From an optimization exercise on the open Yosys and OpenROAD flow, aimed at small area, a short achievable clock period and few clock cycles per item; shortcuts taken in it are not production practice.
Only simulation tests tie the RTL to the original design; equivalence was not proved.

==> flow/design.v <==
package ece571f23_g5_aes_pkg;
  localparam int AES_STATE_BYTES = 16;
endpackage
module ece571f23_g5_aes_sbox_in (
  input  logic [7:0] a,
  input  logic       inv,
  output logic [7:0] x
);
  wire t0 = a[4] ^ a[6];
  wire t1 = a[4] ^ a[7];
  wire t2 = a[6] ^ t1;
  wire t3 = a[0] ^ a[1];
  wire t4 = t0 ^ t3;
  wire t5 = a[5] ^ t4;
  wire t6 = a[1] ^ t5;
  wire t7 = a[4] ^ t5;
  wire t8 = a[1] ^ t7;
  wire t9 = a[7] ^ t8;
  wire t10 = a[3] ^ t3;
  wire t11 = a[6] ^ t10;
  wire t12 = a[2] ^ t11;
  wire t13 = t1 ^ t10;
  wire t14 = a[2] ^ a[7];
  wire t15 = a[5] ^ t14;
  wire t16 = t7 ^ t14;
  wire t17 = t8 ^ t10;
  wire t18 = t5 ^ t17;
  assign x[0] = inv ? (t0 ^ 1'b1) : (t7);
  assign x[1] = inv ? (t11 ^ 1'b1) : (t9);
  assign x[2] = inv ? (t1) : (t16);
  assign x[3] = inv ? (t4 ^ 1'b1) : (t6);
  assign x[4] = inv ? (t18 ^ 1'b1) : (t8);
  assign x[5] = inv ? (t5) : (t12);
  assign x[6] = inv ? (t2 ^ 1'b1) : (t13);
  assign x[7] = inv ? (t15 ^ 1'b1) : (a[0]);
endmodule
module ece571f23_g5_aes_gf_inv_pre (
  input  logic [7:0]  x,
  output logic [11:0] p
);
  function automatic logic [1:0] m4(input logic [1:0] a, input logic [1:0] b);
    logic e;
    e  = (a[1] ^ a[0]) & (b[1] ^ b[0]);
    m4 = {(a[1] & b[1]) ^ e, (a[0] & b[0]) ^ e};
  endfunction
  function automatic logic [1:0] k4(input logic [1:0] a);
    k4 = {a[1] ^ a[0], a[1]};
  endfunction
  function automatic logic [3:0] m16(input logic [3:0] a, input logic [3:0] b);
    logic [1:0] e;
    e   = k4(m4(a[3:2] ^ a[1:0], b[3:2] ^ b[1:0]));
    m16 = {m4(a[3:2], b[3:2]) ^ e, m4(a[1:0], b[1:0]) ^ e};
  endfunction
  function automatic logic [3:0] sqnu(input logic [3:0] v);
    sqnu = {v[0] ^ v[2], v[1] ^ v[3], v[1], v[0] ^ v[1]};
  endfunction
  assign p = {x, m16(x[7:4], x[3:0]) ^ sqnu(x[7:4] ^ x[3:0])};
endmodule
module ece571f23_g5_aes_gf_inv_post (
  input  logic [11:0] p,
  output logic [7:0]  y
);
  function automatic logic [1:0] m4(input logic [1:0] a, input logic [1:0] b);
    logic e;
    e  = (a[1] ^ a[0]) & (b[1] ^ b[0]);
    m4 = {(a[1] & b[1]) ^ e, (a[0] & b[0]) ^ e};
  endfunction
  function automatic logic [1:0] k4(input logic [1:0] a);
    k4 = {a[1] ^ a[0], a[1]};
  endfunction
  function automatic logic [3:0] m16(input logic [3:0] a, input logic [3:0] b);
    logic [1:0] e;
    e   = k4(m4(a[3:2] ^ a[1:0], b[3:2] ^ b[1:0]));
    m16 = {m4(a[3:2], b[3:2]) ^ e, m4(a[1:0], b[1:0]) ^ e};
  endfunction
  function automatic logic [3:0] inv16(input logic [3:0] a);
    logic [1:0] s, d, di;
    s     = a[3:2] ^ a[1:0];
    d     = m4(a[3:2], a[1:0]) ^ k4({s[0], s[1]});
    di    = {d[0], d[1]};
    inv16 = {m4(a[1:0], di), m4(a[3:2], di)};
  endfunction
  logic [3:0] di;
  assign di = inv16(p[3:0]);
  assign y  = {m16(p[7:4], di), m16(p[11:8], di)};
endmodule
module ece571f23_g5_aes_gf_inv (
  input  logic [7:0] x,
  output logic [7:0] y
);
  logic [11:0] p;
  ece571f23_g5_aes_gf_inv_pre  u_pre  (.x(x), .p(p));
  ece571f23_g5_aes_gf_inv_post u_post (.p(p), .y(y));
endmodule
module ece571f23_g5_aes_sbox_out (
  input  logic [7:0] y,
  input  logic       inv,
  output logic [7:0] s
);
  wire t0 = y[0] ^ y[4];
  wire t1 = y[0] ^ y[6];
  wire t2 = y[1] ^ y[4];
  wire t3 = y[0] ^ t2;
  wire t4 = y[2] ^ y[6];
  wire t5 = y[0] ^ t4;
  wire t6 = y[2] ^ t3;
  wire t7 = y[3] ^ y[4];
  wire t8 = y[1] ^ t7;
  wire t9 = y[3] ^ y[5];
  wire t10 = y[4] ^ t5;
  wire t11 = t8 ^ t10;
  wire t12 = t9 ^ t10;
  wire t13 = y[7] ^ t1;
  wire t14 = t8 ^ t13;
  wire t15 = t9 ^ t13;
  wire t16 = y[2] ^ t15;
  assign s[0] = inv ? (y[7]) : (t8 ^ 1'b1);
  assign s[1] = inv ? (t0) : (t3 ^ 1'b1);
  assign s[2] = inv ? (t6) : (t15);
  assign s[3] = inv ? (t14) : (t11);
  assign s[4] = inv ? (t7) : (t5);
  assign s[5] = inv ? (t16) : (t9 ^ 1'b1);
  assign s[6] = inv ? (t12) : (t4 ^ 1'b1);
  assign s[7] = inv ? (t2) : (t1);
endmodule
module ece571f23_g5_aes_sbox (
  output logic [7:0] out,
  input  logic [7:0] in,
  input  logic       inv
);
  logic [7:0] x, y;
  ece571f23_g5_aes_sbox_in  u_in  (.a(in), .inv(inv), .x(x));
  ece571f23_g5_aes_gf_inv   u_inv (.x(x), .y(y));
  ece571f23_g5_aes_sbox_out u_out (.y(y), .inv(inv), .s(out));
endmodule
module ece571f23_g5_aes_subbytes_seq (
  input  logic         clk,
  input  logic         rst,
  input  logic         in_valid,
  output logic         in_ready,
  input  logic         in_inverse,
  input  logic [127:0] datain,
  output logic         out_valid,
  input  logic         out_ready,
  output logic [127:0] dataout,
  output logic         busy
);
  logic         sk_v_q, sk_v_d, rdy_q, busy_q, v1_q, v1_d, v2_q, v2_d;
  logic         sk_inv_q, inv1_q;
  logic [127:0] x_d, sk_x_q, x_q, y, res_d, res_q;
  logic         acc, ld2, ld1, src_v, src_inv;
  logic [127:0] src_x;
  for (genvar k = 0; k < 16; k++) begin : g_lane
    ece571f23_g5_aes_sbox_in u_in (
      .a   (datain[8*k +: 8]),
      .inv (in_inverse),
      .x   (x_d[8*k +: 8])
    );
    ece571f23_g5_aes_gf_inv u_inv (
      .x (x_q[8*k +: 8]),
      .y (y[8*k +: 8])
    );
    ece571f23_g5_aes_sbox_out u_out (
      .y   (y[8*k +: 8]),
      .inv (inv1_q),
      .s   (res_d[8*k +: 8])
    );
  end
  assign acc = in_valid && !sk_v_q;    
  assign ld2 = !v2_q || out_ready;     
  assign ld1 = !v1_q || ld2;           
  assign src_v   = sk_v_q || acc;
  assign src_x   = sk_v_q ? sk_x_q   : x_d;
  assign src_inv = sk_v_q ? sk_inv_q : in_inverse;
  always_comb begin
    if (sk_v_q) sk_v_d = !ld1;
    else        sk_v_d = acc && !ld1;
    v1_d = ld1 ? src_v : v1_q;
    v2_d = ld2 ? v1_q  : v2_q;
  end
  always_ff @(posedge clk) begin
    if (rst) begin
      sk_v_q <= 1'b0;
      rdy_q  <= 1'b1;
      busy_q <= 1'b0;
      v1_q   <= 1'b0;
      v2_q   <= 1'b0;
    end else begin
      sk_v_q <= sk_v_d;
      rdy_q  <= !sk_v_d;
      busy_q <= sk_v_d || v1_d || v2_d;
      v1_q   <= v1_d;
      v2_q   <= v2_d;
    end
  end
  always_ff @(posedge clk) begin
    if (!sk_v_q) begin
      sk_x_q   <= x_d;
      sk_inv_q <= in_inverse;
    end
  end
  always_ff @(posedge clk) begin
    if (ld1 && src_v) begin
      x_q    <= src_x;
      inv1_q <= src_inv;
    end
  end
  always_ff @(posedge clk) begin
    if (ld2 && v1_q) begin
      res_q <= res_d;
    end
  end
  assign in_ready  = rdy_q;
  assign out_valid = v2_q;
  assign dataout   = res_q;
  assign busy      = busy_q;
endmodule
==> flow/config.mk <==
export PLATFORM = sky130hd
export DESIGN_NAME = ece571f23_g5_aes_subbytes_seq
export DESIGN_NICKNAME = ece571f23_g5_aes_subbytes_seq
export VERILOG_FILES = /design/flow/design.v
export SDC_FILE = /design/flow/constraint.sdc
export NUM_CORES = 4
export LEC_CHECK = 0
export CAP_MARGIN = 20
export CORE_MARGIN = 2
export CORE_UTILIZATION = 60
export CTS_BUF_LIST = sky130_fd_sc_hd__clkbuf_2 sky130_fd_sc_hd__clkbuf_4
export CTS_CLUSTER_SIZE = 30
export PLACE_DENSITY = 0.75
export SETUP_SLACK_MARGIN = 1.0
export SLEW_MARGIN = 20
==> flow/constraint.sdc <==
create_clock -name core_clock -period 17.5 [get_ports {clk}]
set_input_delay 3.5000 -clock core_clock [delete_from_list [all_inputs] [get_ports {clk}]]
set_output_delay 3.5000 -clock core_clock [all_outputs]
set_load 0.01 [all_outputs]
standard.sh (not shown) runs the stock make flow with config.mk's settings and CLKGATE_MAP_FILE= SYNTH_SCRIPT=/design/flow/synth_recipe.tcl, a recipe that flattens the netlist after the stock synthesis.
==> flow/flow/run.sh <==
#!/bin/bash
# Layout flow: the standard flow (standard.sh), with one change to synthesis:
# ABC maps the logic with an area-recovering script (flow/abc_area.script)
# instead of ORFS's delay script. Registers are mapped before ABC, so they are
# the standard synthesis's registers, with the same names and cells.
set -euo pipefail
W=$(pwd)
cat > "$W/area_synth.tcl" <<TCL
proc abc {args} {
  set i [lsearch -exact \$args -script]
  if {\$i >= 0} {
    set args [lreplace \$args \$i [expr {\$i + 1}] -script $W/flow/abc_area.script]
  }
  yosys abc {*}\$args
}
source $W/synth_recipe.tcl
TCL
bash "$W/standard.sh" SYNTH_SCRIPT="$W/area_synth.tcl" BUFFER_PORTS_ARGS="-buffer_cell sky130_fd_sc_hd__buf_1" ADDER_MAP_FILE= finish > "$W/standard_flow.log" 2>&1
==> flow/flow/abc_area.script <==
strash
&get -n
&dch -f
&nf -R 1000
&put
strash
&get -n
&dch -f
&nf -R 1000
&put
Testbench counts at the start, summed over its fixed seeds: cycles 1,040, items 1,024.
Rerun with:
--- a/flow/flow/run.sh
+++ b/flow/flow/run.sh
@@ -16,3 +16,3 @@
 source $W/synth_recipe.tcl
 TCL
-bash "$W/standard.sh" SYNTH_SCRIPT="$W/area_synth.tcl" BUFFER_PORTS_ARGS="-buffer_cell sky130_fd_sc_hd__buf_1" ADDER_MAP_FILE= finish > "$W/standard_flow.log" 2>&1
+bash "$W/standard.sh" SYNTH_SCRIPT="$W/area_synth.tcl" BUFFER_PORTS_ARGS="-buffer_cell sky130_fd_sc_hd__buf_1" ADDER_MAP_FILE= SETUP_SLACK_MARGIN=12.2 finish > "$W/standard_flow.log" 2>&1
CTS_BUF_LIST = sky130_fd_sc_hd__clkbuf_4   (was sky130_fd_sc_hd__clkbuf_2 sky130_fd_sc_hd__clkbuf_4)
After rerunning: Routed wire length increases by 2.9%; setup slack is better by 0.64 ns; via count increases by 1.1%; fmax increases by 13%; sequential share of layout area decreases by 1.1 points; final area increases by 3.5%; global-route usage stays flat; core utilization increases by 2.4 points; worst hold slack is about the same; die area stays the same; register-to-register slack is better by 0.38 ns.
Rerun with:
--- a/flow/flow/run.sh
+++ b/flow/flow/run.sh
@@ -16,3 +16,3 @@
 source $W/synth_recipe.tcl
 TCL
-bash "$W/standard.sh" SYNTH_SCRIPT="$W/area_synth.tcl" BUFFER_PORTS_ARGS="-buffer_cell sky130_fd_sc_hd__buf_1" ADDER_MAP_FILE= SETUP_SLACK_MARGIN=12.2 finish > "$W/standard_flow.log" 2>&1
+bash "$W/standard.sh" SYNTH_SCRIPT="$W/area_synth.tcl" BUFFER_PORTS_ARGS="-buffer_cell sky130_fd_sc_hd__buf_1" ADDER_MAP_FILE= SETUP_SLACK_MARGIN=11.6 finish > "$W/standard_flow.log" 2>&1
- The new run passed the timing, design-rule and antenna checks
- cell area goes down by 3.3%
- routed wire length goes down by 1.0%
- sequential share of layout area goes up by 1.1 points
Rerun with:
--- a/flow/flow/run.sh
+++ b/flow/flow/run.sh
@@ -16,3 +16,3 @@
 source $W/synth_recipe.tcl
 TCL
-bash "$W/standard.sh" SYNTH_SCRIPT="$W/area_synth.tcl" BUFFER_PORTS_ARGS="-buffer_cell sky130_fd_sc_hd__buf_1" ADDER_MAP_FILE= SETUP_SLACK_MARGIN=11.6 finish > "$W/standard_flow.log" 2>&1
+bash "$W/standard.sh" SYNTH_SCRIPT="$W/area_synth.tcl" BUFFER_PORTS_ARGS="-buffer_cell sky130_fd_sc_hd__buf_1" ADDER_MAP_FILE= SETUP_SLACK_MARGIN=12.2 finish > "$W/standard_flow.log" 2>&1
==> flow/flow/abc_area.script (replaced) <==
strash
&get -n
&deepsyn -T 120
&put
strash
&get -n
&dch -f
&nf -R 1000
&put
strash
&get -n
&dch -f
&nf -R 1000
&put
After rerunning:
- global-route usage grows by 0.26 points
- worst hold slack got worse by 0.0061 ns
- critical path depth shrinks by 1
- utilization grows by 3.0 points
- final cell count grows by 0.82%
Rerun with:
==> flow/flow/abc_area.script (replaced) <==
strash
&get -n
&dch -f
&nf -R 1000
&put
strash
&get -n
&dch -f
&nf -R 1000
&put
CTS_BUF_LIST = sky130_fd_sc_hd__clkbuf_4 sky130_fd_sc_hd__clkbuf_8   (was sky130_fd_sc_hd__clkbuf_4)
CTS_CLUSTER_DIAMETER = 60   (was unset)
CTS_CLUSTER_SIZE = 10   (was 30)
Effect: Core utilization goes down by 1.2 points. Wire length goes down by 0.77%. Worst hold slack improves by 0.0053 ns. Final cell count goes down by 2.6%. Area after synthesis goes up by 1.8%. Die area goes up by 1.8%. Worst setup slack degrades by 0.038 ns. Sequential share of layout area goes down by 0.18 points. Clock skew goes down by 0.018 ns. Via count goes down by 2.4%.
Rerun with:
--- a/flow/flow/run.sh
+++ b/flow/flow/run.sh
@@ -16,3 +16,3 @@
 source $W/synth_recipe.tcl
 TCL
-bash "$W/standard.sh" SYNTH_SCRIPT="$W/area_synth.tcl" BUFFER_PORTS_ARGS="-buffer_cell sky130_fd_sc_hd__buf_1" ADDER_MAP_FILE= SETUP_SLACK_MARGIN=12.2 finish > "$W/standard_flow.log" 2>&1
+bash "$W/standard.sh" SYNTH_SCRIPT="$W/area_synth.tcl" BUFFER_PORTS_ARGS="-buffer_cell sky130_fd_sc_hd__buf_1" ADDER_MAP_FILE= finish > "$W/standard_flow.log" 2>&1
CTS_BUF_LIST = sky130_fd_sc_hd__clkbuf_4   (was sky130_fd_sc_hd__clkbuf_4 sky130_fd_sc_hd__clkbuf_8)
CTS_CLUSTER_DIAMETER = unset   (was 60)
CTS_CLUSTER_SIZE = 30   (was 10)
Routed wire length goes down by a few percent.
Design area goes down by a few percent.
Count of clock-buffer cells in the layout goes up by 65.
Clock skew goes up by 0.018 ns.
Fmax goes down by roughly a tenth.
First-iteration DRC count goes down by a few percent.

port drivers added, routing unchanged:
In the flow no input, the clock included, has a driving cell. The finished layouts below were timed again as built, in two steps. Step 1 (the two cells are an assumption about what drives the block):
set clk [get_ports {clk}]
set_driving_cell -lib_cell sky130_fd_sc_hd__clkbuf_16 $clk
set_driving_cell -lib_cell sky130_fd_sc_hd__buf_2 [delete_from_list [all_inputs] $clk]
Step 2 also shifts input and output timing later by t, the mid clock arrival at the registers, as if the neighbouring blocks saw the same clock. a / b / c = ideal ports / drivers / drivers and shift; a / b = the first two.
| run | t (ns) | setup WS [ns] | worst setup path at the end | cell pins on the clock port's net |
|---|---|---|---|---|
| the first run | 0.893 | 11.809 / 11.840 / 10.947 | input to register | 1 |
| the second run | 0.885 | 12.450 / 12.450 / 11.603 | input to register | 1 |
| the third run | 0.910 | 11.758 / 11.788 / 10.877 | input to register | 1 |
| the fourth run | 0.879 | 12.409 / 12.439 / 11.561 | input to register | 1 |
| the fifth run | 0.699 | 12.371 / 12.380 / 11.681 | input to register | 1 |
| the sixth run | 0.893 | 11.809 / 11.840 / 10.947 | input to register | 1 |
After both steps every run listed still meets setup and hold. For the third run, which loses most, drivers alone change the setup slack by +0.030 ns; drivers and shift together by -0.881 ns.
